From an optimization exercise on the open Yosys and OpenROAD flow, aimed at a short achievable clock period and few clock cycles per item; shortcuts taken in it are not production practice. Only simulation tests tie the RTL to the original design; equivalence was not proved. No activity file was given, so power comes from the tool's default toggle rates.

==> run.sh <==
#!/bin/bash
# synth_recipe.tcl (not shown) runs the flow's synth.tcl, then flattens the netlist and writes it again
# the make line also repeats each setting of config.mk as NAME=value (left out here)
make -C /OpenROAD-flow-scripts/flow DESIGN_CONFIG=/design/flow/config.mk WORK_HOME=/design/flow/orfs CLKGATE_MAP_FILE= SYNTH_SCRIPT=/design/flow/synth_recipe.tcl finish
==> config.mk <==
export PLATFORM = sky130hd
export DESIGN_NAME = dlx_core
export DESIGN_NICKNAME = dlx_core
export VERILOG_FILES = /design/flow/design.v
export SDC_FILE = /design/flow/constraint.sdc
export NUM_CORES = 4
export LEC_CHECK = 0
export ABC_CLOCK_PERIOD_IN_PS = 2000
export CAP_MARGIN = 20
export CORE_MARGIN = 2
export CORE_UTILIZATION = 55
export CTS_CLUSTER_DIAMETER = 60
export CTS_CLUSTER_SIZE = 30
export PLACE_DENSITY = 0.7
export SETUP_SLACK_MARGIN = 3.7
export SLEW_MARGIN = 20
export SYNTH_HIERARCHICAL = 1
==> constraint.sdc <==
create_clock -name core_clock -period 6.0 [get_ports {clk}]
set_input_delay 1.2000 -clock core_clock [delete_from_list [all_inputs] [get_ports {clk}]]
set_output_delay 1.2000 -clock core_clock [all_outputs]
set_load 0.01 [all_outputs]
==> design.v <==
package dlx_pkg;
    typedef logic [32-1:0] word_t;
    typedef logic [$clog2(32)-1:0] reg_idx_t;
    typedef enum logic [2:0] {
        ALU_ADD,
        ALU_SUB,
        ALU_AND,
        ALU_OR,
        ALU_XOR,
        ALU_SLL,
        ALU_SRL,
        ALU_SLT
    } alu_op_t;
    typedef enum logic [1:0] {
        FWD_REG = 2'd0,
        FWD_MEM = 2'd1,
        FWD_WB  = 2'd2
    } fwd_sel_t;
    typedef struct packed {
        word_t instr;
        word_t pc;
    } if_id_t;
    typedef struct packed {
        alu_op_t  alu_op;
        word_t    rs1_val;
        word_t    rs2_val;
        word_t    imm;
        logic     use_imm;
        reg_idx_t rs1;
        reg_idx_t rs2;
        reg_idx_t rd;
        logic     reg_write;
        logic     mem_read;
        logic     mem_write;
    } id_ex_t;
    typedef struct packed {
        word_t    alu_result;
        word_t    store_data;
        reg_idx_t rd;
        logic     reg_write;
        logic     mem_read;
        logic     mem_write;
    } ex_mem_t;
    typedef struct packed {
        word_t    result;
        reg_idx_t rd;
        logic     reg_write;
    } mem_wb_t;
endpackage
`timescale 1ns/1ps
module dlx_a22oi (input logic a1, input logic a2, input logic b1, input logic b2, output logic y);
    assign y = ~((a1 & a2) | (b1 & b2));
endmodule
module dlx_nand4 (input logic a, input logic b, input logic c, input logic d, output logic y);
    assign y = ~(a & b & c & d);
endmodule
module dlx_rf_read (
    input  logic [31:0]       sel,
    input  logic [31:0][31:0] regs,
    output logic [31:0]       val
);
    for (genvar k = 0; k < 32; k++) begin : g_bit
        logic [15:0] l1;
        logic [3:0]  l2;
        logic [1:0]  l3;
        for (genvar j = 0; j < 16; j++) begin : g_l1
            dlx_a22oi u (.a1(sel[2*j]), .a2(regs[2*j][k]), .b1(sel[2*j+1]), .b2(regs[2*j+1][k]),
                         .y(l1[j]));
        end
        for (genvar j = 0; j < 4; j++) begin : g_l2
            dlx_nand4 u (.a(l1[4*j]), .b(l1[4*j+1]), .c(l1[4*j+2]), .d(l1[4*j+3]), .y(l2[j]));
        end
        for (genvar j = 0; j < 2; j++) begin : g_l3
            dlx_nor2 u (.a(l2[2*j]), .b(l2[2*j+1]), .y(l3[j]));
        end
        dlx_nand2 u_l4 (.a(l3[0]), .b(l3[1]), .y(val[k]));
    end
endmodule
module register_file (
    input  logic        clk,
    input  logic        arst_n,
    input  logic [31:0] sel_a,
    input  logic [31:0] sel_b,
    output logic [31:0] val_a,
    output logic [31:0] val_b,
    input  logic [31:0] bypass,
    input  logic [31:0] wsel_ld,
    input  logic [31:0] wsel_alu,
    input  logic [31:0] ld_data,
    input  logic [31:0] alu_data
);
    logic [31:0][31:0] regs;
    always_ff @(posedge clk or negedge arst_n) begin
        if (!arst_n) begin
            regs <= '0;
        end else begin
            for (int i = 1; i < 32; i++) begin
                regs[i] <= ({32{wsel_ld[i]}} & ld_data) | ({32{wsel_alu[i]}} & alu_data)
                         | ({32{!(wsel_ld[i] | wsel_alu[i])}} & regs[i]);
            end
        end
    end
    logic [31:0][31:0] src;
    always_comb begin
        src    = regs;
        src[0] = bypass;
    end
    dlx_rf_read u_read_a (.sel(sel_a), .regs(src), .val(val_a));
    dlx_rf_read u_read_b (.sel(sel_b), .regs(src), .val(val_b));
endmodule
`timescale 1ns/1ps
module dlx_nand2 (input logic a, input logic b, output logic y);
    assign y = ~(a & b);
endmodule
module dlx_nor2 (input logic a, input logic b, output logic y);
    assign y = ~(a | b);
endmodule
module dlx_inv (input logic a, output logic y);
    assign y = ~a;
endmodule
module dlx_xor2 (input logic a, input logic b, output logic y);
    assign y = a ^ b;
endmodule
module dlx_aoi21 (input logic a1, input logic a2, input logic b1, output logic y);
    assign y = ~((a1 & a2) | b1);
endmodule
module dlx_oai21 (input logic a1, input logic a2, input logic b1, output logic y);
    assign y = ~((a1 | a2) & b1);
endmodule
module dlx_mux2i (input logic a, input logic b, input logic s, output logic y);
    assign y = ~(s ? b : a);
endmodule
module dlx_carry (
    input  logic [31:0] g,
    input  logic [31:0] t,
    input  logic        cin,
    output logic [31:0] c_n
);
    logic [32:0] gl [6];
    logic [32:0] tl [6];
    assign gl[0] = {g, cin};
    assign tl[0] = {t, 1'b0};
    for (genvar l = 1; l <= 5; l++) begin : g_lvl
        localparam int D = 1 << (l - 1);
        for (genvar i = 0; i < 33; i++) begin : g_pos
            if (i < D) begin : g_pass
                dlx_inv u_g (.a(gl[l-1][i]), .y(gl[l][i]));
                assign tl[l][i] = 1'b0;
            end else if (l % 2 == 1) begin : g_odd
                dlx_aoi21 u_g (.a1(tl[l-1][i]), .a2(gl[l-1][i-D]), .b1(gl[l-1][i]), .y(gl[l][i]));
                if (i - D >= D) begin : g_t
                    dlx_nand2 u_t (.a(tl[l-1][i]), .b(tl[l-1][i-D]), .y(tl[l][i]));
                end else begin : g_t0
                    assign tl[l][i] = 1'b1;
                end
            end else begin : g_even
                dlx_oai21 u_g (.a1(tl[l-1][i]), .a2(gl[l-1][i-D]), .b1(gl[l-1][i]), .y(gl[l][i]));
                if (i - D >= D) begin : g_t
                    dlx_nor2 u_t (.a(tl[l-1][i]), .b(tl[l-1][i-D]), .y(tl[l][i]));
                end else begin : g_t0
                    assign tl[l][i] = 1'b0;
                end
            end
        end
    end
    assign c_n = gl[5][31:0];
endmodule
module dlx_fwd #(
    parameter int W = 32
) (
    input  logic [W-1:0] x,
    input  logic         s,
    input  logic [W-1:0] r_n,
    output logic [W-1:0] y
);
    logic [W-1:0] m;
    for (genvar i = 0; i < W; i++) begin : g_bit
        dlx_nand2 u_m (.a(x[i]), .b(s), .y(m[i]));
        dlx_nand2 u_y (.a(m[i]), .b(r_n[i]), .y(y[i]));
    end
endmodule
module dlx_xnor2 (input logic a, input logic b, output logic y);
    assign y = ~(a ^ b);
endmodule
module execute_unit (
    input  logic [31:0] a,
    input  logic [31:0] b,
    input  logic [31:0] rd,
    input  logic [31:0] la,
    input  logic [31:0] lb,
    input  logic        cin,
    input  logic        inv_next,
    output logic [31:0] g,
    output logic [31:0] t,
    output logic [31:0] p,
    output logic [31:0] sum,
    output logic [31:0] sum_b,
    output logic        lt
);
    logic [31:0] a_n, b_n, c_n, pb;
    logic        a31;
    for (genvar i = 0; i < 32; i++) begin : g_bit
        dlx_aoi21  u_an (.a1(la[i]), .a2(rd[i]), .b1(a[i]), .y(a_n[i]));
        dlx_aoi21  u_bn (.a1(lb[i]), .a2(rd[i]), .b1(b[i]), .y(b_n[i]));
        dlx_nor2  u_g  (.a(a_n[i]), .b(b_n[i]), .y(g[i]));
        dlx_nand2 u_t  (.a(a_n[i]), .b(b_n[i]), .y(t[i]));
        dlx_xor2  u_p  (.a(a_n[i]), .b(b_n[i]), .y(p[i]));
        dlx_xor2  u_pb (.a(p[i]), .b(inv_next), .y(pb[i]));
        dlx_xnor2 u_s  (.a(p[i]), .b(c_n[i]), .y(sum[i]));
        dlx_xnor2 u_sb (.a(pb[i]), .b(c_n[i]), .y(sum_b[i]));
    end
    dlx_carry u_carry (
        .g   (g),
        .t   (t),
        .cin (cin),
        .c_n (c_n)
    );
    dlx_inv  u_a31 (.a(a_n[31]), .y(a31));
    dlx_mux2 u_lt  (.a(a31), .b(c_n[31]), .s(p[31]), .y(lt));
endmodule
module dlx_nand2b (input logic a_n, input logic b, output logic y);
    assign y = ~(~a_n & b);
endmodule
module dlx_o221a (input logic a1, input logic a2, input logic b1, input logic b2,
                  input logic c1, output logic y);
    assign y = (a1 | a2) & (b1 | b2) & c1;
endmodule
module dlx_fwd3 #(
    parameter int W = 32
) (
    input  logic [W-1:0] x1,
    input  logic [W-1:0] s1,
    input  logic [W-1:0] x2n,
    input  logic         s2n,
    input  logic [W-1:0] x3n,
    input  logic         s3n,
    input  logic [W-1:0] e_n,
    output logic [W-1:0] y
);
    for (genvar i = 0; i < W; i++) begin : g_bit
        logic m1, m2;
        dlx_nand2 u_m1 (.a(x1[i]), .b(s1[i]), .y(m1));
        dlx_o221a u_m2 (.a1(x2n[i]), .a2(s2n), .b1(x3n[i]), .b2(s3n), .c1(e_n[i]), .y(m2));
        dlx_nand2 u_y  (.a(m1), .b(m2), .y(y[i]));
    end
endmodule
module dlx_shift #(
    parameter bit LEFT = 1
) (
    input  logic [31:0]     a,
    input  logic [4:0][3:0] b,
    output logic [31:0]     y_n
);
    logic [31:0] s [6];
    assign s[0] = a;
    for (genvar l = 0; l < 5; l++) begin : g_lvl
        for (genvar i = 0; i < 32; i++) begin : g_bit
            localparam int J = LEFT ? i - (1 << l) : i + (1 << l);
            if (J < 0 || J > 31) begin : g_zero
                if (l % 2 == 0) begin : g_t
                    dlx_nand2b u (.a_n(b[l][i / 8]), .b(s[l][i]), .y(s[l+1][i]));
                end else begin : g_n
                    dlx_nor2 u (.a(b[l][i / 8]), .b(s[l][i]), .y(s[l+1][i]));
                end
            end else begin : g_mux
                dlx_mux2i u (.a(s[l][i]), .b(s[l][J]), .s(b[l][i / 8]), .y(s[l+1][i]));
            end
        end
    end
    assign y_n = s[5];
endmodule
module dlx_flag (
    input  logic clk,
    input  logic d,
    output logic q
);
    always_ff @(posedge clk) q <= d;
endmodule
module dlx_or2 (input logic a, input logic b, output logic y);
    assign y = a | b;
endmodule
module dlx_mux2 (input logic a, input logic b, input logic s, output logic y);
    assign y = s ? b : a;
endmodule
module dlx_nand3 (input logic a, input logic b, input logic c, output logic y);
    assign y = ~(a & b & c);
endmodule
module dlx_fwd4 #(
    parameter int W = 32
) (
    input  logic [W-1:0] x1,
    input  logic [W-1:0] s1,
    input  logic [W-1:0] x2n,
    input  logic         s2n,
    input  logic [W-1:0] x3n,
    input  logic         s3n,
    input  logic [W-1:0] x4,
    input  logic         s4,
    input  logic [W-1:0] e_n,
    output logic [W-1:0] y
);
    for (genvar i = 0; i < W; i++) begin : g_bit
        logic m1, m2, m3;
        dlx_nand2 u_m1 (.a(x1[i]), .b(s1[i]), .y(m1));
        dlx_o221a u_m2 (.a1(x2n[i]), .a2(s2n), .b1(x3n[i]), .b2(s3n), .c1(e_n[i]), .y(m2));
        dlx_nand2 u_m3 (.a(x4[i]), .b(s4), .y(m3));
        dlx_nand3 u_y  (.a(m1), .b(m2), .c(m3), .y(y[i]));
    end
endmodule
module dlx_a221oi (input logic a1, input logic a2, input logic b1, input logic b2,
                   input logic c1, output logic y);
    assign y = ~((a1 & a2) | (b1 & b2) | c1);
endmodule
module dlx_inc4 (
    input  logic [31:0] a,
    output logic [31:0] y
);
    logic [29:0] pl [6];
    assign pl[0] = a[31:2];
    for (genvar l = 1; l <= 5; l++) begin : g_lvl
        localparam int D = 1 << (l - 1);
        for (genvar p = 0; p < 30; p++) begin : g_pos
            if (p < D) begin : g_pass
                dlx_inv u (.a(pl[l-1][p]), .y(pl[l][p]));
            end else if (l % 2 == 1) begin : g_odd
                dlx_nand2 u (.a(pl[l-1][p]), .b(pl[l-1][p-D]), .y(pl[l][p]));
            end else begin : g_even
                dlx_nor2 u (.a(pl[l-1][p]), .b(pl[l-1][p-D]), .y(pl[l][p]));
            end
        end
    end
    dlx_inv u_y2 (.a(a[2]), .y(y[2]));
    for (genvar p = 1; p < 30; p++) begin : g_sum
        dlx_xnor2 u (.a(a[p+2]), .b(pl[5][p-1]), .y(y[p+2]));
    end
    assign y[1:0] = a[1:0];
endmodule
`timescale 1ns/1ps
module dlx_core (
    input  logic  clk,
    input  logic  arst_n,
    output dlx_pkg::word_t imem_addr,
    input  dlx_pkg::word_t imem_data,
    output dlx_pkg::word_t dmem_addr,
    output dlx_pkg::word_t dmem_wdata,
    output logic  dmem_we,
    input  dlx_pkg::word_t dmem_rdata
);
    logic        stall;
    logic [31:0] pc, pc_inc;
    logic        f_stall;
    dlx_inc4 u_inc (.a(pc), .y(pc_inc));
    always_ff @(posedge clk) begin
        if (!arst_n)       pc <= 32'h0000_0000;
        else if (!f_stall) pc <= pc_inc;
    end
    assign imem_addr = pc;
    logic [5:0]  f_op, f_fn;
    logic [4:0]  f_rs, f_rt, f_dest;
    logic        f_rtype;
    logic        f_add, f_sub, f_and, f_or, f_xor, f_sll, f_srl, f_slt;
    logic        f_addi, f_andi, f_ori, f_xori, f_lw, f_sw;
    logic        f_rvalid, f_valid, f_wr, f_use_b;
    logic [31:0] f_imm;
    logic        f_hit_ea, f_hit_eb, f_hit_ma, f_hit_mb;
    logic [31:0] f_sel_a, f_sel_b;
    logic        d_wr, d_ld, d_st;
    logic        d_stb;
    logic [4:0]  d_dest;
    logic        e_wr, e_ld, e_st;
    logic [4:0]  e_dest;
    assign f_op    = imem_data[31:26];
    assign f_fn    = imem_data[5:0];
    assign f_rs    = imem_data[25:21];
    assign f_rt    = imem_data[20:16];
    assign f_rtype = f_op == 6'h00;
    assign f_add   = f_rtype && f_fn == 6'h20;
    assign f_sub   = f_rtype && f_fn == 6'h22;
    assign f_and   = f_rtype && f_fn == 6'h24;
    assign f_or    = f_rtype && f_fn == 6'h25;
    assign f_xor   = f_rtype && f_fn == 6'h26;
    assign f_sll   = f_rtype && f_fn == 6'h04;
    assign f_srl   = f_rtype && f_fn == 6'h06;
    assign f_slt   = f_rtype && f_fn == 6'h2a;
    assign f_addi  = f_op == 6'h08;
    assign f_andi  = f_op == 6'h0c;
    assign f_ori   = f_op == 6'h0d;
    assign f_xori  = f_op == 6'h0e;
    assign f_lw    = f_op == 6'h23;
    assign f_sw    = f_op == 6'h2b;
    assign f_rvalid = f_add | f_sub | f_and | f_or | f_xor | f_sll | f_srl | f_slt;
    assign f_valid  = f_rvalid | f_addi | f_andi | f_ori | f_xori | f_lw | f_sw;
    assign f_dest   = f_rtype ? imem_data[15:11] : imem_data[20:16];
    assign f_wr     = f_valid && !f_sw && f_dest != 5'd0;
    assign f_use_b  = f_rvalid | f_sw;
    assign f_imm    = {{16{imem_data[15] & ~(f_andi | f_ori | f_xori)}}, imem_data[15:0]};
    assign f_hit_ea = f_valid && d_wr && !stall && f_rs == d_dest;
    assign f_hit_eb = f_use_b && d_wr && !stall && f_rt == d_dest;
    assign f_hit_ma = f_valid && e_wr && f_rs == e_dest && !f_hit_ea;
    assign f_hit_mb = f_use_b && e_wr && f_rt == e_dest && !f_hit_eb;
    assign f_stall  = (d_stb && f_hit_eb && (f_sub || f_slt))
                   || (d_ld && (f_sll || f_srl) && (f_hit_ea || f_hit_eb));
    always_comb begin
        for (int i = 1; i < 32; i++) begin
            f_sel_a[i] = f_rs == 5'(i) && !f_hit_ma;
            f_sel_b[i] = f_rt == 5'(i) && !f_hit_mb;
        end
        f_sel_a[0] = f_hit_ma;
        f_sel_b[0] = f_hit_mb;
    end
    logic        d_use_imm, d_inv, d_rtype_b;
    logic        d_sum, d_and, d_or, d_xor, d_sll, d_srl, d_slt;
    logic [31:0] d_imm;
    logic        d_hit_ea, d_hit_eb, d_hit_ma, d_hit_mb;
    logic [31:0] d_sel_a, d_sel_b;
    logic [31:0] d_wsel;
    always_ff @(posedge clk or negedge arst_n) begin
        if (!arst_n) begin
            stall <= 1'b0;
            d_wr  <= 1'b0;
            d_ld  <= 1'b0;
            d_st  <= 1'b0;
        end else begin
            stall <= f_stall;
            d_wr  <= f_wr;
            d_ld  <= f_lw;
            d_st  <= f_sw;
        end
    end
    always_ff @(posedge clk) begin
        d_dest    <= f_dest;
        d_use_imm <= !f_rtype;
        d_inv     <= f_sub | f_slt;
        d_rtype_b <= f_rvalid;
        d_sum     <= f_add | f_sub | f_addi | f_lw | f_sw;
        d_and     <= f_and | f_andi;
        d_or      <= f_or | f_ori;
        d_xor     <= f_xor | f_xori;
        d_sll     <= f_sll;
        d_srl     <= f_srl;
        d_slt     <= f_slt;
        d_stb     <= f_sll | f_srl | f_slt | f_lw;
        d_imm     <= f_imm;
        d_hit_ea  <= f_hit_ea;
        d_hit_eb  <= f_hit_eb;
        d_hit_ma  <= f_hit_ma;
        d_hit_mb  <= f_hit_mb;
        d_sel_a   <= f_sel_a;
        d_sel_b   <= f_sel_b;
    end
    always_comb begin
        for (int i = 0; i < 32; i++) d_wsel[i] = d_wr && d_dest == 5'(i);
    end
    logic [31:0] rf_a, rf_b;
    logic [31:0] m_val;
    logic [31:0] m_wld, m_walu;
    logic [31:0] d_op_a, d_op_b, d_b_alu;
    register_file register_file_inst (
        .clk    (clk),
        .arst_n (arst_n),
        .sel_a  (d_sel_a),
        .sel_b  (d_sel_b),
        .val_a  (rf_a),
        .val_b  (rf_b),
        .bypass (m_val),
        .wsel_ld  (m_wld),
        .wsel_alu (m_walu),
        .ld_data  (dmem_rdata),
        .alu_data (m_res)
    );
    assign d_op_a  = rf_a;
    assign d_op_b  = rf_b;
    assign d_b_alu = d_op_b ^ {32{d_inv}};
    logic [31:0] e_a, e_b, e_s, e_la, e_ra;
    logic [4:0][3:0] e_lb, e_rb;
    logic        e_inv;
    logic [7:0]  e_la_a, e_la_b;
    logic        e_sum, e_and, e_or, e_xor, e_sll, e_srl, e_slt;
    logic        e_ls, e_mem;
    logic [31:0] e_wsel;
    logic        d_fa, d_fb, d_fs;
    assign d_fa = d_hit_ea && !e_ld;
    assign d_fb = d_hit_eb && d_rtype_b && !e_ld;
    assign d_fs = d_hit_eb && !e_ld;
    always_ff @(posedge clk or negedge arst_n) begin
        if (!arst_n) begin
            e_wr   <= 1'b0;
            e_ld   <= 1'b0;
            e_st   <= 1'b0;
            e_wsel <= '0;
        end else if (stall) begin
            e_wr   <= 1'b0;
            e_ld   <= 1'b0;
            e_st   <= 1'b0;
            e_wsel <= '0;
        end else begin
            e_wr   <= d_wr;
            e_ld   <= d_ld;
            e_st   <= d_st;
            e_wsel <= d_wsel;
        end
    end
    logic [31:0] k_g, k_t, k_p, k_sum, k_sumb, k_logic;
    logic [31:0] q_la, q_lb;
    always_comb begin
        for (int i = 0; i < 32; i++) begin
            q_la[i] = e_la_a[i / 4];
            q_lb[i] = e_la_b[i / 4];
        end
    end
    for (genvar k = 0; k < 8; k++) begin : g_lflag
        dlx_flag u_a  (.clk(clk), .d(d_hit_ea && e_ld), .q(e_la_a[k]));
        dlx_flag u_b (.clk(clk), .d(d_hit_eb && d_rtype_b && e_ld), .q(e_la_b[k]));
    end
    logic        k_lt;
    logic [31:0] k_shl_n, k_shr_n;
    execute_unit execute_unit_inst (
        .a        (e_a),
        .b        (e_b),
        .rd       (dmem_rdata),
        .la       (q_la),
        .lb       (q_lb),
        .cin      (e_inv),
        .inv_next (d_inv),
        .g        (k_g),
        .t        (k_t),
        .p        (k_p),
        .sum      (k_sum),
        .sum_b    (k_sumb),
        .lt       (k_lt)
    );
    for (genvar l = 0; l < 5; l++) begin : g_amt
        for (genvar k = 0; k < 4; k++) begin : g_cp
            dlx_flag u_l (.clk(clk), .d(n_lb[l]), .q(e_lb[l][k]));
            dlx_flag u_r (.clk(clk), .d(n_rb[l]), .q(e_rb[l][k]));
        end
    end
    dlx_shift #(.LEFT(1)) u_shl (.a(e_la), .b(e_lb), .y_n(k_shl_n));
    dlx_shift #(.LEFT(0)) u_shr (.a(e_ra), .b(e_rb), .y_n(k_shr_n));
    assign k_logic = ({32{e_and}} & k_g)
                   | ({32{e_or}}  & k_t)
                   | ({32{e_xor}} & k_p);
    logic        s_a_sum, s_a_oth, s_a_d;
    logic        s_b_sum, s_b_oth, s_b_d;
    logic        s_s_sum, s_s_oth, s_s_d;
    logic [31:0] x_a, x_b;
    logic [31:0] v_a, v_b, v_s, v_r;
    logic [31:0] n_a, n_b, n_s, n_la, n_ra, n_r;
    logic [4:0]  n_lb, n_rb;
    logic [31:0] x_s;
    assign s_a_sum = d_fa && e_sum;
    assign s_a_oth = d_fa && !e_sum;
    assign s_a_d   = !d_hit_ea;
    assign s_b_sum = d_fb && e_sum;
    assign s_b_oth = d_fb && !e_sum;
    assign s_b_d   = !(d_hit_eb && d_rtype_b);
    assign s_s_sum = d_fs && e_sum;
    assign s_s_oth = d_fs && !e_sum;
    assign s_s_d   = !d_fs;
    assign x_a = {k_sum[31:1], k_lt};
    assign x_b = {k_sumb[31:1], k_lt};
    always_comb begin
        v_a = {32{s_a_oth}} & k_logic;
        v_b = ({32{s_b_oth}} & (k_logic ^ {32{d_inv}})) | ({32{s_b_d && d_use_imm}} & d_imm);
        v_s = {32{s_s_oth}} & k_logic;
        v_r = {32{!e_sum}} & k_logic;
        v_a[0] = v_a[0] | (s_a_sum & k_sum[0]);
        v_b[0] = v_b[0] | (s_b_sum & k_sumb[0]);
        v_s[0] = v_s[0] | (s_s_sum & k_sum[0]);
        v_r[0] = v_r[0] | (e_sum & !e_ld & k_sum[0]);
    end
    function automatic logic [31:0] sel1(input logic s_sum, input logic s_slt);
        sel1 = {{31{s_sum}}, s_slt};
    endfunction
    dlx_fwd4 #(.W(32)) u_fa (
        .x1 (x_a), .s1 (sel1(s_a_sum, s_a_oth && e_slt)),
        .x2n(k_shl_n), .s2n(!(s_a_oth && e_sll)), .x3n(k_shr_n), .s3n(!(s_a_oth && e_srl)),
        .e_n(~v_a), .x4(d_op_a), .s4(s_a_d),
        .y(n_a));
    dlx_fwd4 #(.W(32)) u_fb (
        .x1 (x_b), .s1 (sel1(s_b_sum, s_b_oth && e_slt)),
        .x2n(k_shl_n), .s2n(!(s_b_oth && e_sll)), .x3n(k_shr_n), .s3n(!(s_b_oth && e_srl)),
        .e_n(~v_b), .x4(d_b_alu), .s4(s_b_d && !d_use_imm),
        .y(n_b));
    dlx_fwd4 #(.W(32)) u_fs (
        .x1 (x_a), .s1 (sel1(s_s_sum, s_s_oth && e_slt)),
        .x2n(k_shl_n), .s2n(!(s_s_oth && e_sll)), .x3n(k_shr_n), .s3n(!(s_s_oth && e_srl)),
        .e_n(~v_s), .x4(d_op_b), .s4(s_s_d),
        .y(n_s));
    dlx_fwd3 #(.W(32)) u_fr (
        .x1 (x_a), .s1 (sel1(e_sum && !e_ld, e_slt)),
        .x2n(k_shl_n), .s2n(!e_sll), .x3n(k_shr_n), .s3n(!e_srl),
        .e_n(~v_r), .y(n_r));
    dlx_fwd4 #(.W(32)) u_fla (
        .x1 (x_a), .s1 (sel1(s_a_sum && d_sll, s_a_oth && e_slt && d_sll)),
        .x2n(k_shl_n), .s2n(!(s_a_oth && e_sll && d_sll)),
        .x3n(k_shr_n), .s3n(!(s_a_oth && e_srl && d_sll)),
        .e_n(~({32{d_sll}} & v_a)), .x4(d_op_a), .s4(s_a_d && d_sll),
        .y(n_la));
    dlx_fwd4 #(.W(5)) u_flb (
        .x1 (x_b[4:0]), .s1 (sel1(s_b_sum && d_sll, s_b_oth && e_slt && d_sll) & 5'h1f),
        .x2n(k_shl_n[4:0]), .s2n(!(s_b_oth && e_sll && d_sll)),
        .x3n(k_shr_n[4:0]), .s3n(!(s_b_oth && e_srl && d_sll)),
        .e_n(~({5{d_sll}} & v_b[4:0])), .x4(d_b_alu[4:0]), .s4(s_b_d && !d_use_imm && d_sll),
        .y(n_lb));
    dlx_fwd4 #(.W(32)) u_fra (
        .x1 (x_a), .s1 (sel1(s_a_sum && d_srl, s_a_oth && e_slt && d_srl)),
        .x2n(k_shl_n), .s2n(!(s_a_oth && e_sll && d_srl)),
        .x3n(k_shr_n), .s3n(!(s_a_oth && e_srl && d_srl)),
        .e_n(~({32{d_srl}} & v_a)), .x4(d_op_a), .s4(s_a_d && d_srl),
        .y(n_ra));
    dlx_fwd4 #(.W(5)) u_frb (
        .x1 (x_b[4:0]), .s1 (sel1(s_b_sum && d_srl, s_b_oth && e_slt && d_srl) & 5'h1f),
        .x2n(k_shl_n[4:0]), .s2n(!(s_b_oth && e_sll && d_srl)),
        .x3n(k_shr_n[4:0]), .s3n(!(s_b_oth && e_srl && d_srl)),
        .e_n(~({5{d_srl}} & v_b[4:0])), .x4(d_b_alu[4:0]), .s4(s_b_d && !d_use_imm && d_srl),
        .y(n_rb));
    always_ff @(posedge clk) begin
        e_dest  <= d_dest;
        e_a     <= n_a;
        e_b     <= n_b;
        e_s     <= n_s;
        e_la    <= n_la;
        e_ra    <= n_ra;
        e_inv   <= d_inv;
        e_sum   <= d_sum;
        e_and   <= d_and;
        e_or    <= d_or;
        e_xor   <= d_xor;
        e_sll   <= d_sll;
        e_srl   <= d_srl;
        e_slt   <= d_slt;
        e_ls    <= d_hit_eb && e_ld;
        e_mem   <= d_ld || d_st;
    end
    assign x_s = e_ls ? dmem_rdata : e_s;
    logic        m_ld;
    logic [31:0] m_res, m_addr, m_wdata;
    logic        m_we;
    always_ff @(posedge clk or negedge arst_n) begin
        if (!arst_n) begin
            m_we   <= 1'b0;
            m_ld   <= 1'b0;
            m_wld  <= '0;
            m_walu <= '0;
        end else begin
            m_we   <= e_st;
            m_ld   <= e_ld;
            m_wld  <= {32{e_ld}} & e_wsel;
            m_walu <= {32{!e_ld}} & e_wsel;
        end
    end
    always_ff @(posedge clk) begin
        m_res   <= n_r;
        m_addr  <= {32{e_mem}} & k_sum;
        m_wdata <= {32{e_st}} & x_s;
    end
    logic [7:0] m_ld_cp;
    for (genvar k = 0; k < 8; k++) begin : g_mld
        dlx_flag u_f (.clk(clk), .d(e_ld), .q(m_ld_cp[k]));
    end
    always_comb begin
        for (int i = 0; i < 32; i++) m_val[i] = m_res[i] | (m_ld_cp[i / 4] & dmem_rdata[i]);
    end
    assign dmem_addr  = m_addr;
    assign dmem_wdata = m_wdata;
    assign dmem_we    = m_we;
endmodule
==> impl_metrics.py, run 1 <==
metrics = {
    "placed_design": {
        "place_congestion": 1.08,
        "port_buffers": 162,
        "dp.cells": 10400,
        "dp_slack_ps": 1570,
        "dp_hpwl_mm": 264,
    },
    "pwr": {
        "p_leak_nw": 50.1,
        "power_density_nw_per_um2": 207,
        "worst_ir_drop_vdd_mv": 0.312,
        "p_total_mw": 22.3,
    },
    "timing": {
        "max_freq_mhz": 383,
        "finalWorstSetupSlack_ps": 3390,
        "layout_min_cycle_time_ps": 2610,
        "hold_violations": 0,
        "setup_tns_ps": 0,
        "slew_viol_final": 0,
        "finalSetupViolCount": 0,
        "period_share_pct": 43.5,
        "rsz0062_at_grt": "yes",
        "slew-limit-headroom_pct": 12.1,
        "clock_skew_ps": 49.0,
        "worstMarginPinSlew_ps": 1320,
    },
    "cts": {
        "htree_levels": 4,
        "cts_made_buffers": 141,
        "clkTransAtPathRegs_ps": 90,
        "clockBufferDepth": 3,
        "cts.sinks": 1559,
        "cts_root_buf": "clkbuf_16",
        "cts_tree": "yes",
        "clock_latency_ps": 840,
    },
    "worst_setup_path": {
        "rrSetupSlack_ps": 3390,
        "cpLargestDelayFamily": "flip-flops",
        "end_kind": "output pin",
        "startpoint_type": "flop",
        "crit_chain": "buf_6",
        "worstSetupPathDepth": 1,
        "cp-endpoint": "dmem_we",
        "crit_buf_inv": 1,
        "path_class": "flop to output pin",
        "slowest_stage": "dfrtp_2",
        "r2r_cells": 7,
        "worstPathRequired_ps": 4800,
        "reg2reg_to": "e_la[23]",
        "crit_start": "m_we",
        "crit_fanout": 1,
        "slowest_delay_ps": 460,
        "r2r_start": "d_sel_a[13]",
        "cp.arrival_ps": 1410,
    },
    "global_routing": {
        "grt_max_degree": 179,
        "overflow": 0,
        "grt_use_total_pct": 49.4,
        "grt_pass1_wl_mm": 596,
        "grt_pass1_vias": 79400,
        "antenna_found_initial": 14,
    },
    "yosys": {
        "syn_nets": 8607,
        "synthCells": 8541,
        "synth.cell_area_sq_um": 90500,
        "yosys_warnings": 25,
        "avgSynthCellArea_sq_um": 10.6,
    },
    "cells_and_area": {
        "finalNonFillerCells": 11000,
        "layout_commonest_cell": "dfrtp_1",
        "fillers": 12600,
        "drive_gt1_share_pct": 35.2,
        "nets": 8800,
        "final_core_util_pct": 66.0,
        "mostFrequentLayoutCells": "dfrtp_1 (1090), a21o_1 (1024), a22oi_2 (1024), a22o_1 (996), nand2_1 (656)",
        "syn2layout_area_growth_pct": 18.9,
    },
    "run": {
        "cap_violations": 0,
    },
    "route": {
        "routed_wl_mm": 434,
        "route.vias.total": 85500,
        "drtAntennaViolNets": 0,
        "drt_iter0_drc": 14100,
        "drc": 0,
        "wl_per_cell_um": 39.3,
        "avgViaCountPerCell": 7.74,
        "drtPass1Iterations": 10,
    },
    "hold_path": {
        "min_from": "d_xor",
        "min_path_type": "flop to flop",
    },
    "floorplan": {
        "core_sq_um": 163000,
        "initial_core_util_pct": 55.5,
        "die_area_sq_um": 168000,
        "die_w_um": 410,
        "ios": 163,
        "rows": 148,
        "die_y_um": 410,
    },
    "status": {
        "outcome": "no timing/DRC/antenna violations",
    },
}
## stage by stage
stage	hold slack, ps	instance area (sq um)
after floorplan	310	91900
after global placement	315	93900
after detailed placement	313	94000
after CTS	331	104000
after global routing	334	108000
final	329	108000
## registers in the layout, indices dropped and copies added (netlist names), 17 cells and up
name                     cells
register_file_inst.regs    992
d_sel_a                     32
d_sel_b                     32
e_a                         32
e_b                         32
e_la                        32
e_ra                        32
e_s                         32
m_addr                      32
m_res                       32
m_wdata                     32
pc                          32
e_wsel                      31
m_walu                      31
m_wld                       31
g_amt.g_cp.u_l.q            20
g_amt.g_cp.u_r.q            20
d_imm                       17
## layer usage
metal	share of wire (%)	wire length (um)	vias to the layer above	global-route usage [%]
met3	16	69400	1807	23.0
met1	36	154000	43000	61.7
met5	0.20	852	-	1.95
met4	9.2	39900	20	36.1
li1	-	-	33200	-
met2	39	170000	7546	65.8
## worst min-delay path by stage
stage / end / slack (ps) / cells after the start
2_1_floorplan: e_and / 310 / 0
3_3_place_gp: e_or / 320 / 0
3_5_place_dp: e_xor / 310 / 0
4_1_cts: e_xor / 330 / 0
5_1_grt: e_xor / 330 / 0
6_report: e_xor / 330 / 0
## power breakdown
| group | total (mW) | switching, mW | internal, mW |
|---|---|---|---|
| clock | 9.97 | 4.86 | 5.11 |
| sequential | 10.7 | 0.189 | 10.5 |
| combinational | 1.60 | 1.19 | 0.411 |
| total | 22.3 | 6.24 | 16.1 |
## final cells by class
type                    instances  area (sq um)  area share (%)
well taps                    2175          2720            2.53
diodes                         17          42.5          0.0395
clock inverters                91          1040           0.963
flip-flops and latches       1559         37100            34.5
inverters                     110           488           0.453
clock buffers                 169          3890            3.62
multi-input cells            6219         55100            51.2
repair buffers                703          7200            6.69
## what timing repair did
action                                  in CTS  in global routing
gates cloned                                17                  3
resized for setup                         1377                486
hold buffers                                 0                  0
buffers inserted                           181                109
pin swaps                                  182                256
endpoints found under the setup margin     496                466
## worst reg2reg max path, stage by stage (launching register included)
cell	delay, ps
dfxtp_4	510
buf_4	340
a22oi_2	210
nand4_1	420
nor2_4	420
nand2_1	350
nand2_1	170
nand3_1	80
Testbench counts, summed over its fixed seeds: cycles 40,235, instrs 39,888.
==> run 2, diff against run 1 <==
--- a/design.v
+++ b/design.v
@@ -84,10 +84,8 @@
     output logic [31:0] val_a,
     output logic [31:0] val_b,
     input  logic [31:0] bypass,
-    input  logic [31:0] wsel_ld,
-    input  logic [31:0] wsel_alu,
-    input  logic [31:0] ld_data,
-    input  logic [31:0] alu_data
+    input  logic [31:0] wsel,
+    input  logic [31:0] wdata
 );
     logic [31:0][31:0] regs;
     always_ff @(posedge clk or negedge arst_n) begin
@@ -95,8 +93,7 @@
             regs <= '0;
         end else begin
             for (int i = 1; i < 32; i++) begin
-                regs[i] <= ({32{wsel_ld[i]}} & ld_data) | ({32{wsel_alu[i]}} & alu_data)
-                         | ({32{!(wsel_ld[i] | wsel_alu[i])}} & regs[i]);
+                if (wsel[i]) regs[i] <= wdata;
             end
         end
     end
@@ -194,6 +191,7 @@
     output logic [31:0] t,
     output logic [31:0] p,
     output logic [31:0] sum,
+    output logic [31:0] sum2,
     output logic [31:0] sum_b,
     output logic        lt
 );
@@ -207,6 +205,7 @@
         dlx_xor2  u_p  (.a(a_n[i]), .b(b_n[i]), .y(p[i]));
         dlx_xor2  u_pb (.a(p[i]), .b(inv_next), .y(pb[i]));
         dlx_xnor2 u_s  (.a(p[i]), .b(c_n[i]), .y(sum[i]));
+        dlx_xnor2 u_s2 (.a(p[i]), .b(c_n[i]), .y(sum2[i]));
         dlx_xnor2 u_sb (.a(pb[i]), .b(c_n[i]), .y(sum_b[i]));
     end
     dlx_carry u_carry (
@@ -453,7 +452,7 @@
     end
     logic [31:0] rf_a, rf_b;
     logic [31:0] m_val;
-    logic [31:0] m_wld, m_walu;
+    logic [31:0] m_wsel;
     logic [31:0] d_op_a, d_op_b, d_b_alu;
     register_file register_file_inst (
         .clk    (clk),
@@ -463,10 +462,8 @@
         .val_a  (rf_a),
         .val_b  (rf_b),
         .bypass (m_val),
-        .wsel_ld  (m_wld),
-        .wsel_alu (m_walu),
-        .ld_data  (dmem_rdata),
-        .alu_data (m_res)
+        .wsel   (m_wsel),
+        .wdata  (m_val)
     );
     assign d_op_a  = rf_a;
     assign d_op_b  = rf_b;
@@ -500,7 +497,7 @@
             e_wsel <= d_wsel;
         end
     end
-    logic [31:0] k_g, k_t, k_p, k_sum, k_sumb, k_logic;
+    logic [31:0] k_g, k_t, k_p, k_sum, k_sum2, k_sumb, k_logic;
     logic [31:0] q_la, q_lb;
     always_comb begin
         for (int i = 0; i < 32; i++) begin
@@ -526,6 +523,7 @@
         .t        (k_t),
         .p        (k_p),
         .sum      (k_sum),
+        .sum2     (k_sum2),
         .sum_b    (k_sumb),
         .lt       (k_lt)
     );
@@ -543,7 +541,7 @@
     logic        s_a_sum, s_a_oth, s_a_d;
     logic        s_b_sum, s_b_oth, s_b_d;
     logic        s_s_sum, s_s_oth, s_s_d;
-    logic [31:0] x_a, x_b;
+    logic [31:0] x_a, x_r, x_b;
     logic [31:0] v_a, v_b, v_s, v_r;
     logic [31:0] n_a, n_b, n_s, n_la, n_ra, n_r;
     logic [4:0]  n_lb, n_rb;
@@ -558,6 +556,7 @@
     assign s_s_oth = d_fs && !e_sum;
     assign s_s_d   = !d_fs;
     assign x_a = {k_sum[31:1], k_lt};
+    assign x_r = {k_sum2[31:1], k_lt};
     assign x_b = {k_sumb[31:1], k_lt};
     always_comb begin
         v_a = {32{s_a_oth}} & k_logic;
@@ -583,12 +582,12 @@
         .e_n(~v_b), .x4(d_b_alu), .s4(s_b_d && !d_use_imm),
         .y(n_b));
     dlx_fwd4 #(.W(32)) u_fs (
-        .x1 (x_a), .s1 (sel1(s_s_sum, s_s_oth && e_slt)),
+        .x1 (x_r), .s1 (sel1(s_s_sum, s_s_oth && e_slt)),
         .x2n(k_shl_n), .s2n(!(s_s_oth && e_sll)), .x3n(k_shr_n), .s3n(!(s_s_oth && e_srl)),
         .e_n(~v_s), .x4(d_op_b), .s4(s_s_d),
         .y(n_s));
     dlx_fwd3 #(.W(32)) u_fr (
-        .x1 (x_a), .s1 (sel1(e_sum && !e_ld, e_slt)),
+        .x1 (x_r), .s1 (sel1(e_sum && !e_ld, e_slt)),
         .x2n(k_shl_n), .s2n(!e_sll), .x3n(k_shr_n), .s3n(!e_srl),
         .e_n(~v_r), .y(n_r));
     dlx_fwd4 #(.W(32)) u_fla (
@@ -641,18 +640,16 @@
         if (!arst_n) begin
             m_we   <= 1'b0;
             m_ld   <= 1'b0;
-            m_wld  <= '0;
-            m_walu <= '0;
+            m_wsel <= '0;
         end else begin
             m_we   <= e_st;
             m_ld   <= e_ld;
-            m_wld  <= {32{e_ld}} & e_wsel;
-            m_walu <= {32{!e_ld}} & e_wsel;
+            m_wsel <= e_wsel;
         end
     end
     always_ff @(posedge clk) begin
         m_res   <= n_r;
-        m_addr  <= {32{e_mem}} & k_sum;
+        m_addr  <= {32{e_mem}} & k_sum2;
         m_wdata <= {32{e_st}} & x_s;
     end
     logic [7:0] m_ld_cp;
--- a/config.mk
+++ b/config.mk
@@ -9,8 +9,8 @@
 export CAP_MARGIN = 20
 export CORE_MARGIN = 2
 export CORE_UTILIZATION = 55
-export CTS_CLUSTER_DIAMETER = 60
-export CTS_CLUSTER_SIZE = 30
+export CTS_CLUSTER_DIAMETER = 100
+export CTS_CLUSTER_SIZE = 20
 export PLACE_DENSITY = 0.7
 export SETUP_SLACK_MARGIN = 3.7
 export SLEW_MARGIN = 20
==> run 2 against run 1 <==
Compared with the run above:
- sequential share of layout area is 2.5 points higher
- largest cell class unchanged
- sequential power about the same
- worst hold slack improved by 4.2 ps
- highest routed layer unchanged
==> impl_metrics.py, run 2 <==
metrics = {
    "timing": {
        "period_share_pct": 41.6,
        "finalSetupViolCount": 0,
        "clock_skew_ps": 49.6,
        "rsz0062_at_grt": "yes",
        "worstMarginPinSlew_ps": 1260,
        "slew-limit-headroom_pct": 15.9,
        "max_freq_mhz": 401,
        "slew_viol_final": 0,
        "hold_violations": 0,
        "setup_tns_ps": 0,
        "holdWs_ps": 333,
        "layout_min_cycle_time_ps": 2500,
    },
    "cells_and_area": {
        "fillers": 11500,
        "nets": 7478,
        "syn2layout_area_growth_pct": 17.5,
        "drive_gt1_share_pct": 49.1,
        "mostFrequentLayoutCells": "dfrtp_1 (1030), a22oi_2 (1024), nand2_1 (696), mux2_2 (609), mux2_4 (389)",
        "layout_commonest_cell": "dfrtp_1",
        "ff_latch_area_sq_um": 36400,
        "top_register": "register_file_inst.regs",
        "largest_register_ffs": 992,
        "multi_input_area_sq_um": 50300,
    },
    "worst_setup_path": {
        "crit_chain": "buf_6",
        "path_class": "flop to output pin",
        "cp.arrival_ps": 1300,
        "crit_fanout": 1,
        "end_kind": "output pin",
        "slowest_stage": "dfxtp_4",
        "r2r_start": "e_xor",
        "startpoint_type": "flop",
        "worstPathRequired_ps": 4800,
        "slowest_delay_ps": 420,
        "cpLargestDelayFamily": "flip-flops",
        "crit_buf_inv": 1,
        "crit_start": "m_addr[14]",
    },
    "route": {
        "route.vias.total": 67400,
        "drt_iter0_drc": 9060,
        "wl_per_cell_um": 34.9,
        "drtPass1Iterations": 9,
        "drtAntennaViolNets": 0,
        "avgViaCountPerCell": 7.09,
        "routed_wl_mm": 331,
        "drc": 0,
    },
    "pwr": {
        "power_density_nw_per_um2": 188,
        "p_comb_share_pct": 7.2,
        "clockPowerShare_pct": 35.6,
        "switchingPower_mw": 4.82,
        "p_leak_nw": 38.7,
        "worst_ir_drop_vdd_mv": 0.226,
        "p_int_mw": 13.6,
        "switching_share_pct": 26.1,
        "p_seq_share_pct": 57.2,
    },
    "global_routing": {
        "overflow": 0,
        "grt_pass1_vias": 66300,
        "grt_max_degree": 142,
        "antenna_found_initial": 10,
        "grt_pass1_wl_mm": 468,
        "grt_use_total_pct": 41.0,
    },
    "floorplan": {
        "rows": 143,
        "ios": 163,
        "die_area_sq_um": 155000,
        "core_sq_um": 151000,
        "die_w_um": 394,
        "die_y_um": 394,
        "initial_core_util_pct": 55.2,
    },
    "placed_design": {
        "port_buffers": 162,
        "place_congestion": 1.01,
        "dp_hpwl_mm": 202,
    },
    "hold_path": {
        "min_from": "d_slt",
        "min_path_type": "flop to flop",
    },
    "yosys": {
        "synthCells": 7078,
        "avgSynthCellArea_sq_um": 11.8,
        "syn_nets": 7144,
        "yosys_warnings": 25,
        "synth.cell_area_sq_um": 83600,
    },
    "run": {
        "cap_violations": 0,
    },
    "cts": {
        "clockBufferDepth": 3,
        "cts.sinks": 1528,
        "cts_made_buffers": 87,
        "cts_tree": "yes",
        "cts_root_buf": "clkbuf_16",
        "clkTransAtPathRegs_ps": 90,
        "htree_levels": 3,
        "clock_latency_ps": 770,
    },
    "status": {
        "outcome": "no timing/DRC/antenna violations",
    },
}
[run 2: cell count changes in the layout (fill, tap and decap cells not counted), moves of 40 or more]
cell,delta
nand2_1,+40
a21o_1,-1004
dfrtp_1,-60
nor2_4,-54
mux2_4,+388
mux2i_4,-45
clkbuf_16,-60
nand2_2,-40
mux2i_1,+114
buf_4,-83
a22o_1,-992
mux2_2,+604
[run 2: per-stage QoR]
step	instances	util [%]	power, mW	setup WS (ps)	cell area (sq um)
after floorplan	7078	-	11.2	3040	84800
after global placement	9086	58.2	11.8	1870	88100
after detailed placement	9087	58.2	11.8	1740	88200
after CTS	9395	62.8	18.3	3500	95000
after global routing	9499	64.9	18.9	3490	98200
final	9505	64.9	18.4	3500	98200
[run 2: final timing paths]
check	slack, ps	cells past startpoint	to
min reg2reg	330	0	e_slt
max	3500	1	dmem_addr[14]
max in group asynchronous	4050	2	register_file_inst.regs[158]
min	330	0	e_slt
min in group asynchronous	400	1	register_file_inst.regs[852]
max reg2reg	3570	7	g_amt[1].g_cp[2].u_r.q
[run 2: power by group through the flow]
| stage | clock network [mW] | logic (mW) | registers, mW |
|---|---|---|---|
| floorplan | 0 | 0.496 | 10.8 |
| global placement | 0 | 1.05 | 10.8 |
| global route | 6.97 | 1.39 | 10.5 |
| finish | 6.57 | 1.33 | 10.5 |
| CTS | 6.59 | 1.17 | 10.5 |
| detailed placement | 0 | 1.07 | 10.8 |
[run 2: routing by layer]
metal,part of all wire (%),global-route usage [%],vias up
li1,-,-,27100
met1,38,53.3,34000
met2,42,59.4,4924
met3,12,11.9,1294
met4,8.0,27.0,4
met5,0.0063,0,-
[run 2: what timing repair did]
action,4_1_cts,5_1_grt
hold buffers,0,0
setup buffers,145,103
gates resized for setup,1328,450
endpoints found under the setup margin,787,436
cloned,17,1
pin swaps,181,196
[run 2: cell type report]
| type | count | share of cell area [%] |
|---|---|---|
| Antenna cell | 6 | 0.0153 |
| Clock buffer | 138 | 2.48 |
| Clock inverter | 8 | 0.140 |
| Timing Repair Buffer | 571 | 6.06 |
| Sequential cell | 1528 | 37.0 |
| Multi-Input combinational cell | 5114 | 51.3 |
| Tap cell | 2030 | 2.59 |
| Inverter | 110 | 0.438 |
Testbench counts of run 2, summed over its fixed seeds: cycles 40,235, instrs 39,888.
==> run 3, diff against run 2 <==
--- a/config.mk
+++ b/config.mk
@@ -9,8 +9,8 @@
 export CAP_MARGIN = 20
 export CORE_MARGIN = 2
 export CORE_UTILIZATION = 55
-export CTS_CLUSTER_DIAMETER = 100
-export CTS_CLUSTER_SIZE = 20
+export CTS_CLUSTER_DIAMETER = 60
+export CTS_CLUSTER_SIZE = 30
 export PLACE_DENSITY = 0.7
 export SETUP_SLACK_MARGIN = 3.7
 export SLEW_MARGIN = 20
==> run 3 against run 2 <==
Compared with the run above:
- still clean
- worst hold slack improved by 1.1 ps
- clock skew fell by 6.9 ps
- sequential share of layout area fell by 0.81 points
- via count rose by 1.5%
- first-iteration DRC count rose by 6.0%
- die area did not move
- area after synthesis did not move
- largest cell class unchanged
- highest routed layer unchanged
==> impl_metrics.py, run 3 <==
metrics = {
    "cells_and_area": {
        "final_core_util_pct": 66.4,
        "drive_gt1_share_pct": 50.7,
        "fillers": 11200,
        "largest_register_ffs": 992,
        "mostFrequentLayoutCells": "dfrtp_1 (1030), a22oi_2 (1024), nand2_1 (698), mux2_2 (609), mux2_4 (389)",
        "syn2layout_area_growth_pct": 20.2,
        "layout_commonest_cell": "dfrtp_1",
        "nets": 7539,
        "top_register": "register_file_inst.regs",
    },
    "worst_setup_path": {
        "path_class": "input pin to flop",
        "crit_chain": "buf_8, or4_4, buf_6, nor3_4, o21ai_4, a211oi_4, buf_6, buf_12, buf_12, nor3_4",
        "cp.arrival_ps": 3250,
        "worstPathRequired_ps": 6660,
        "slowest_delay_ps": 590,
        "slowest_stage": "or4_4",
        "rrSetupSlack_ps": 3540,
        "startpoint_type": "input pin",
        "r2r_cells": 10,
        "r2r_start": "g_amt[0].g_cp[2].u_r.q",
        "end_kind": "flop",
        "reg2reg_to": "g_amt[0].g_cp[0].u_r.q",
        "crit_fanout": 8,
    },
    "global_routing": {
        "grt_pass1_vias": 66500,
        "grt_use_total_pct": 41.3,
        "grt_max_degree": 142,
        "antenna_found_initial": 11,
        "overflow": 0,
        "grt_pass1_wl_mm": 470,
    },
    "floorplan": {
        "rows": 143,
        "core_sq_um": 151000,
        "die_y_um": 394,
        "die_area_sq_um": 155000,
        "die_w_um": 394,
        "initial_core_util_pct": 55.2,
        "ios": 163,
    },
    "route": {
        "wl_per_cell_um": 34.9,
        "drc": 0,
        "avgViaCountPerCell": 7.11,
        "drtAntennaViolNets": 0,
        "drt_iter0_drc": 9608,
        "drtPass1Iterations": 10,
        "routed_wl_mm": 336,
        "route.vias.total": 68400,
    },
    "cts": {
        "cts_tree": "yes",
        "clock_latency_ps": 820,
        "clockBufferDepth": 3,
        "htree_levels": 4,
        "clkTransAtPathRegs_ps": 90,
        "cts_root_buf": "clkbuf_16",
        "cts.sinks": 1528,
        "cts_made_buffers": 134,
    },
    "timing": {
        "hold_violations": 0,
        "rsz0062_at_grt": "yes",
        "clock_skew_ps": 42.7,
        "setup_tns_ps": 0,
        "worstMarginPinSlew_ps": 1180,
        "finalSetupViolCount": 0,
        "slew_viol_final": 0,
        "max_freq_mhz": 387,
        "slew-limit-headroom_pct": 21.2,
        "layout_min_cycle_time_ps": 2580,
        "period_share_pct": 43.0,
    },
    "yosys": {
        "synthCells": 7078,
        "avgSynthCellArea_sq_um": 11.8,
        "yosys_warnings": 25,
        "synth.cell_area_sq_um": 83600,
        "syn_nets": 7144,
    },
    "pwr": {
        "p_leak_nw": 39.8,
        "clockPowerShare_pct": 44.2,
        "switchingPower_mw": 5.73,
        "worst_ir_drop_vdd_mv": 0.288,
        "p_total_mw": 21.2,
        "p_int_mw": 15.5,
        "switching_share_pct": 27.0,
        "power_density_nw_per_um2": 212,
        "p_seq_share_pct": 49.5,
        "p_comb_share_pct": 6.2,
    },
    "run": {
        "cap_violations": 0,
    },
    "status": {
        "outcome": "no timing/DRC/antenna violations",
    },
    "hold_path": {
        "holdPathEnd": "e_sum",
        "min_delay_path_depth": 0,
        "min_path_type": "flop to flop",
        "min_from": "d_sum",
    },
    "placed_design": {
        "dp_hpwl_mm": 202,
        "place_congestion": 1.01,
        "port_buffers": 162,
    },
}
run 3: worst max-delay path, delay by kind of cell:
family          cells  cell delay (ps)
buf+inv             5              720
simple gates        3              870
compound gates      2              440
run 3: per-stage QoR:
stage / hold WS [ps] / area, sq um / setup WS [ps] / instances
6_report: 334 / 100000 / 3420 / 9617
5_1_grt: 344 / 100000 / 3420 / 9614
4_1_cts: 335 / 96600 / 3460 / 9478
3_5_place_dp: 314 / 88200 / 1740 / 9087
3_3_place_gp: 315 / 88100 / 1870 / 9086
2_1_floorplan: 310 / 84800 / 3040 / 7078
run 3: worst max path at each step:
| stage | end | depth (start not counted) | from | slack, ps |
|---|---|---|---|---|
| 3_5_place_dp | d_sel_a[29] | 6 | imem_data[26] | 1740 |
| 4_1_cts | d_sel_b[22] | 10 | imem_data[31] | 3460 |
| 6_report | d_sel_b[22] | 10 | imem_data[27] | 3420 |
| 3_3_place_gp | d_sel_a[31] | 6 | imem_data[26] | 1870 |
| 2_1_floorplan | pc[10] | 7 | imem_data[26] | 3040 |
| 5_1_grt | d_sel_b[22] | 10 | imem_data[27] | 3420 |
run 3: layout make-up:
type                    count  area (sq um)  area share (%)
multi-input cells        5114         50200            50.0
flip-flops and latches   1528         36400            36.2
repair buffers            585          6230            6.20
clock buffers             155          3610            3.59
well taps                2030          2540            2.53
clock inverters            92          1080            1.07
inverters                 110           423           0.421
diodes                      3          7.51         0.00747
run 3: layer usage:
layer  vias up  global-route usage (%)  share of wire [%]
met4         4                    25.8                7.6
met1     34500                    53.8                 38
met3      1328                    12.3                 13
met2      5271                    60.0                 42
li1      27300                       -                  -
met5         -                       0             0.0080
run 3: power groups by stage:
| stage | registers, mW | clock network (mW) | logic [mW] |
|---|---|---|---|
| floorplan | 10.8 | 0 | 0.496 |
| global placement | 10.8 | 0 | 1.05 |
| detailed placement | 10.8 | 0 | 1.07 |
| CTS | 10.5 | 9.44 | 1.15 |
| global route | 10.5 | 9.85 | 1.38 |
| finish | 10.5 | 9.39 | 1.33 |
run 3: what timing repair did:
item	4_1_cts	5_1_grt
hold buffers	0	0
buffers inserted	130	133
gates resized for setup	1250	542
cloned	14	3
setup endpoints to repair	770	449
pin swaps	142	216
==> run 4, diff against run 3 <==
--- a/design.v
+++ b/design.v
@@ -195,14 +195,16 @@
     output logic [31:0] sum_b,
     output logic        lt
 );
-    logic [31:0] a_n, b_n, c_n, pb;
+    logic [31:0] a_n, b_n, a_n2, b_n2, c_n, pb;
     logic        a31;
     for (genvar i = 0; i < 32; i++) begin : g_bit
         dlx_aoi21  u_an (.a1(la[i]), .a2(rd[i]), .b1(a[i]), .y(a_n[i]));
         dlx_aoi21  u_bn (.a1(lb[i]), .a2(rd[i]), .b1(b[i]), .y(b_n[i]));
+        dlx_aoi21  u_an2 (.a1(la[i]), .a2(rd[i]), .b1(a[i]), .y(a_n2[i]));
+        dlx_aoi21  u_bn2 (.a1(lb[i]), .a2(rd[i]), .b1(b[i]), .y(b_n2[i]));
         dlx_nor2  u_g  (.a(a_n[i]), .b(b_n[i]), .y(g[i]));
         dlx_nand2 u_t  (.a(a_n[i]), .b(b_n[i]), .y(t[i]));
-        dlx_xor2  u_p  (.a(a_n[i]), .b(b_n[i]), .y(p[i]));
+        dlx_xor2  u_p  (.a(a_n2[i]), .b(b_n2[i]), .y(p[i]));
         dlx_xor2  u_pb (.a(p[i]), .b(inv_next), .y(pb[i]));
         dlx_xnor2 u_s  (.a(p[i]), .b(c_n[i]), .y(sum[i]));
         dlx_xnor2 u_s2 (.a(p[i]), .b(c_n[i]), .y(sum2[i]));
@@ -214,7 +216,7 @@
         .cin (cin),
         .c_n (c_n)
     );
-    dlx_inv  u_a31 (.a(a_n[31]), .y(a31));
+    dlx_inv  u_a31 (.a(a_n2[31]), .y(a31));
     dlx_mux2 u_lt  (.a(a31), .b(c_n[31]), .s(p[31]), .y(lt));
 endmodule
 module dlx_nand2b (input logic a_n, input logic b, output logic y);
@@ -363,6 +365,7 @@
     logic [31:0] f_imm;
     logic        f_hit_ea, f_hit_eb, f_hit_ma, f_hit_mb;
     logic [31:0] f_sel_a, f_sel_b;
+    logic [31:0] d_wsel, e_wsel;
     logic        d_wr, d_ld, d_st;
     logic        d_stb;
     logic [4:0]  d_dest;
@@ -401,8 +404,8 @@
                    || (d_ld && (f_sll || f_srl) && (f_hit_ea || f_hit_eb));
     always_comb begin
         for (int i = 1; i < 32; i++) begin
-            f_sel_a[i] = f_rs == 5'(i) && !f_hit_ma;
-            f_sel_b[i] = f_rt == 5'(i) && !f_hit_mb;
+            f_sel_a[i] = f_rs == 5'(i) && !(e_wsel[i] && !(d_wsel[i] && !stall));
+            f_sel_b[i] = f_rt == 5'(i) && !(e_wsel[i] && !(d_wsel[i] && !stall));
         end
         f_sel_a[0] = f_hit_ma;
         f_sel_b[0] = f_hit_mb;
@@ -412,7 +415,6 @@
     logic [31:0] d_imm;
     logic        d_hit_ea, d_hit_eb, d_hit_ma, d_hit_mb;
     logic [31:0] d_sel_a, d_sel_b;
-    logic [31:0] d_wsel;
     always_ff @(posedge clk or negedge arst_n) begin
         if (!arst_n) begin
             stall <= 1'b0;
@@ -474,7 +476,6 @@
     logic [7:0]  e_la_a, e_la_b;
     logic        e_sum, e_and, e_or, e_xor, e_sll, e_srl, e_slt;
     logic        e_ls, e_mem;
-    logic [31:0] e_wsel;
     logic        d_fa, d_fb, d_fs;
     assign d_fa = d_hit_ea && !e_ld;
     assign d_fb = d_hit_eb && d_rtype_b && !e_ld;
--- a/config.mk
+++ b/config.mk
@@ -9,8 +9,8 @@
 export CAP_MARGIN = 20
 export CORE_MARGIN = 2
 export CORE_UTILIZATION = 55
-export CTS_CLUSTER_DIAMETER = 60
-export CTS_CLUSTER_SIZE = 30
+export CTS_CLUSTER_DIAMETER = 100
+export CTS_CLUSTER_SIZE = 20
 export PLACE_DENSITY = 0.7
 export SETUP_SLACK_MARGIN = 3.7
 export SLEW_MARGIN = 20
==> run 4 against run 3 <==
Compared with the run above:
- register-to-register slack gained 40 ps
- still clean
- largest power group unchanged
- critical path type is now flop to output pin
- clock skew grew 8.3 ps
- sequential power is essentially flat
- synthesized cell count grew 0.41%
==> impl_metrics.py, run 4 <==
metrics = {
    "pwr": {
        "switching_share_pct": 26.0,
        "p_int_mw": 13.4,
        "p_comb_share_pct": 6.6,
        "worst_ir_drop_vdd_mv": 0.207,
        "switchingPower_mw": 4.70,
        "p_seq_share_pct": 58.2,
        "clockPowerShare_pct": 35.3,
        "p_leak_nw": 38.4,
        "power_density_nw_per_um2": 185,
    },
    "timing": {
        "setup_tns_ps": 0,
        "slew_viol_final": 0,
        "holdWs_ps": 329,
        "clock_skew_ps": 51.1,
        "worstMarginPinSlew_ps": 1230,
        "finalWorstSetupSlack_ps": 3460,
        "finalSetupViolCount": 0,
        "slew-limit-headroom_pct": 17.7,
        "rsz0062_at_grt": "yes",
        "layout_min_cycle_time_ps": 2540,
        "hold_violations": 0,
        "period_share_pct": 42.3,
        "max_freq_mhz": 394,
    },
    "placed_design": {
        "dp_hpwl_mm": 212,
        "place_congestion": 1.04,
        "port_buffers": 162,
        "placed_area_sq_um": 88500,
        "dp_slack_ps": 1720,
    },
    "cts": {
        "cts_tree": "yes",
        "clock_latency_ps": 770,
        "htree_levels": 3,
        "cts_made_buffers": 86,
        "clkTransAtPathRegs_ps": 90,
        "cts.sinks": 1528,
        "cts_root_buf": "clkbuf_16",
        "clockBufferDepth": 3,
    },
    "global_routing": {
        "antenna_found_initial": 13,
        "grt_pass1_vias": 67300,
        "overflow": 0,
        "grt_max_degree": 117,
        "grt_pass1_wl_mm": 482,
        "grt_use_total_pct": 42.4,
    },
    "floorplan": {
        "initial_core_util_pct": 55.3,
        "ios": 163,
        "die_y_um": 395,
        "core_sq_um": 152000,
        "die_w_um": 395,
        "rows": 143,
        "die_area_sq_um": 156000,
    },
    "route": {
        "wl_per_cell_um": 36.0,
        "routed_wl_mm": 343,
        "avgViaCountPerCell": 7.15,
        "drtPass1Iterations": 8,
        "route.vias.total": 68000,
        "drtAntennaViolNets": 0,
        "drt_iter0_drc": 9351,
        "drc": 0,
    },
    "worst_setup_path": {
        "slowest_delay_ps": 440,
        "startpoint_type": "flop",
        "slowest_stage": "dfxtp_4",
        "path_class": "flop to output pin",
        "cpLargestDelayFamily": "flip-flops",
        "crit_buf_inv": 1,
        "cp.arrival_ps": 1340,
        "crit_chain": "buf_6",
        "worstPathRequired_ps": 4800,
        "end_kind": "output pin",
        "crit_fanout": 1,
    },
    "hold_path": {
        "min_path_type": "flop to flop",
    },
    "cells_and_area": {
        "top_register": "register_file_inst.regs",
        "nets": 7492,
        "final_core_util_pct": 64.6,
        "largest_register_ffs": 992,
        "drive_gt1_share_pct": 48.7,
        "layout_commonest_cell": "dfrtp_1",
        "syn2layout_area_growth_pct": 16.7,
        "stdcell_area_sq_um": 97900,
        "mostFrequentLayoutCells": "dfrtp_1 (1030), a22oi_2 (1024), nand2_1 (710), mux2_2 (607), mux2_4 (391)",
    },
    "yosys": {
        "syn_nets": 7173,
        "avgSynthCellArea_sq_um": 11.8,
        "synthCells": 7107,
        "yosys_warnings": 25,
        "synth.cell_area_sq_um": 84000,
    },
    "status": {
        "outcome": "no timing/DRC/antenna violations",
    },
    "run": {
        "cap_violations": 0,
    },
}
## run 4: path summary, 6_finish.rpt
kind | startpoint | endpoint | slack (ps) | cells after the start
worst min-delay path | d_and | e_and | 330 | 0
worst max-delay path | m_addr[16] | dmem_addr[16] | 3460 | 1
worst min register to register | d_and | e_and | 330 | 0
min in group asynchronous | arst_n | register_file_inst.regs[412] | 500 | 1
worst max register to register | g_amt[0].g_cp[0].u_l.q | e_b[29] | 3580 | 8
max in group asynchronous | arst_n | register_file_inst.regs[877] | 4050 | 2
## run 4: final cells by class
type | instances | area, sq um
inverter | 152 | 593
timing repair buffer | 531 | 5530
antenna | 5 | 12.5
clock buffer | 123 | 2290
clock inverter | 9 | 118
fill | 11500 | 53800
multi-input combinational | 5127 | 50400
sequential | 1528 | 36500
tap | 2030 | 2540
## run 4: layer usage
metal	part of all wire [%]	up-vias	GRT usage [%]
met1	37	34300	52.7
met4	7.6	12	28.1
met5	0.088	-	0.0924
met3	13	1424	15.2
met2	42	5098	62.0
li1	-	27100	-
## run 4: power by group through the flow
stage          Sequential [mW]  Clock, mW  Combinational, mW
2_1_floorplan             10.7          0              0.463
3_3_place_gp              10.7          0              0.958
3_5_place_dp              10.8          0              0.973
4_1_cts                   10.5       6.38               1.05
5_1_grt                   10.5       6.76               1.24
6_report                  10.5       6.37               1.19
## run 4: what timing repair did
item,CTS,global route
gates cloned,14,1
hold buffers,0,0
pin swaps,71,190
setup endpoints to repair,870,386
buffers inserted,115,113
gates resized for setup,1300,491
## run 4: per-stage QoR
stage / cells / power (mW)
2_1_floorplan: 7107 / 11.2
3_3_place_gp: 9125 / 11.7
3_5_place_dp: 9125 / 11.7
4_1_cts: 9386 / 17.9
5_1_grt: 9503 / 18.5
6_report: 9505 / 18.1
Testbench counts of run 4, summed over its fixed seeds: cycles 40,235, instrs 39,888.

-- afterwards: timing with drivers on the ports --
The flow's constraints put no driver on any port. The routed layouts listed below were extracted and timed again, unchanged, in two steps.
Step 1 assumes that a clkbuf_16 drives the clock port and a buf_2 every other input.
Step 2 times the ports against the registers' clock, not the clock port: input delays grow and output delays shrink by t, the midpoint of the rising clock arrivals with the driver on.
Slacks: ideal / step 1 / step 2; pairs: ideal / step 1.
| run | t, ns | slack for setup (ns) | latest minus earliest clock arrival (ns) | slew at the worst register clock pin (ns) |
|---|---|---|---|---|
| run 1 | 0.919 | 3.389 / 3.288 / 2.527 | 0.053 / 0.052 | 0.10 / 0.10 |
| run 2 | 0.839 | 3.503 / 3.410 / 2.727 | 0.050 / 0.050 | 0.10 / 0.10 |
| run 3 | 0.881 | 3.418 / 3.383 / 2.578 | 0.046 / 0.047 | 0.10 / 0.10 |
| run 4 | 0.831 | 3.461 / 3.379 / 2.717 | 0.051 / 0.051 | 0.10 / 0.10 |
After both steps every run listed still meets setup and hold. For run 1, which loses most, drivers alone change the setup slack by -0.101 ns; drivers and shift together by -0.862 ns.
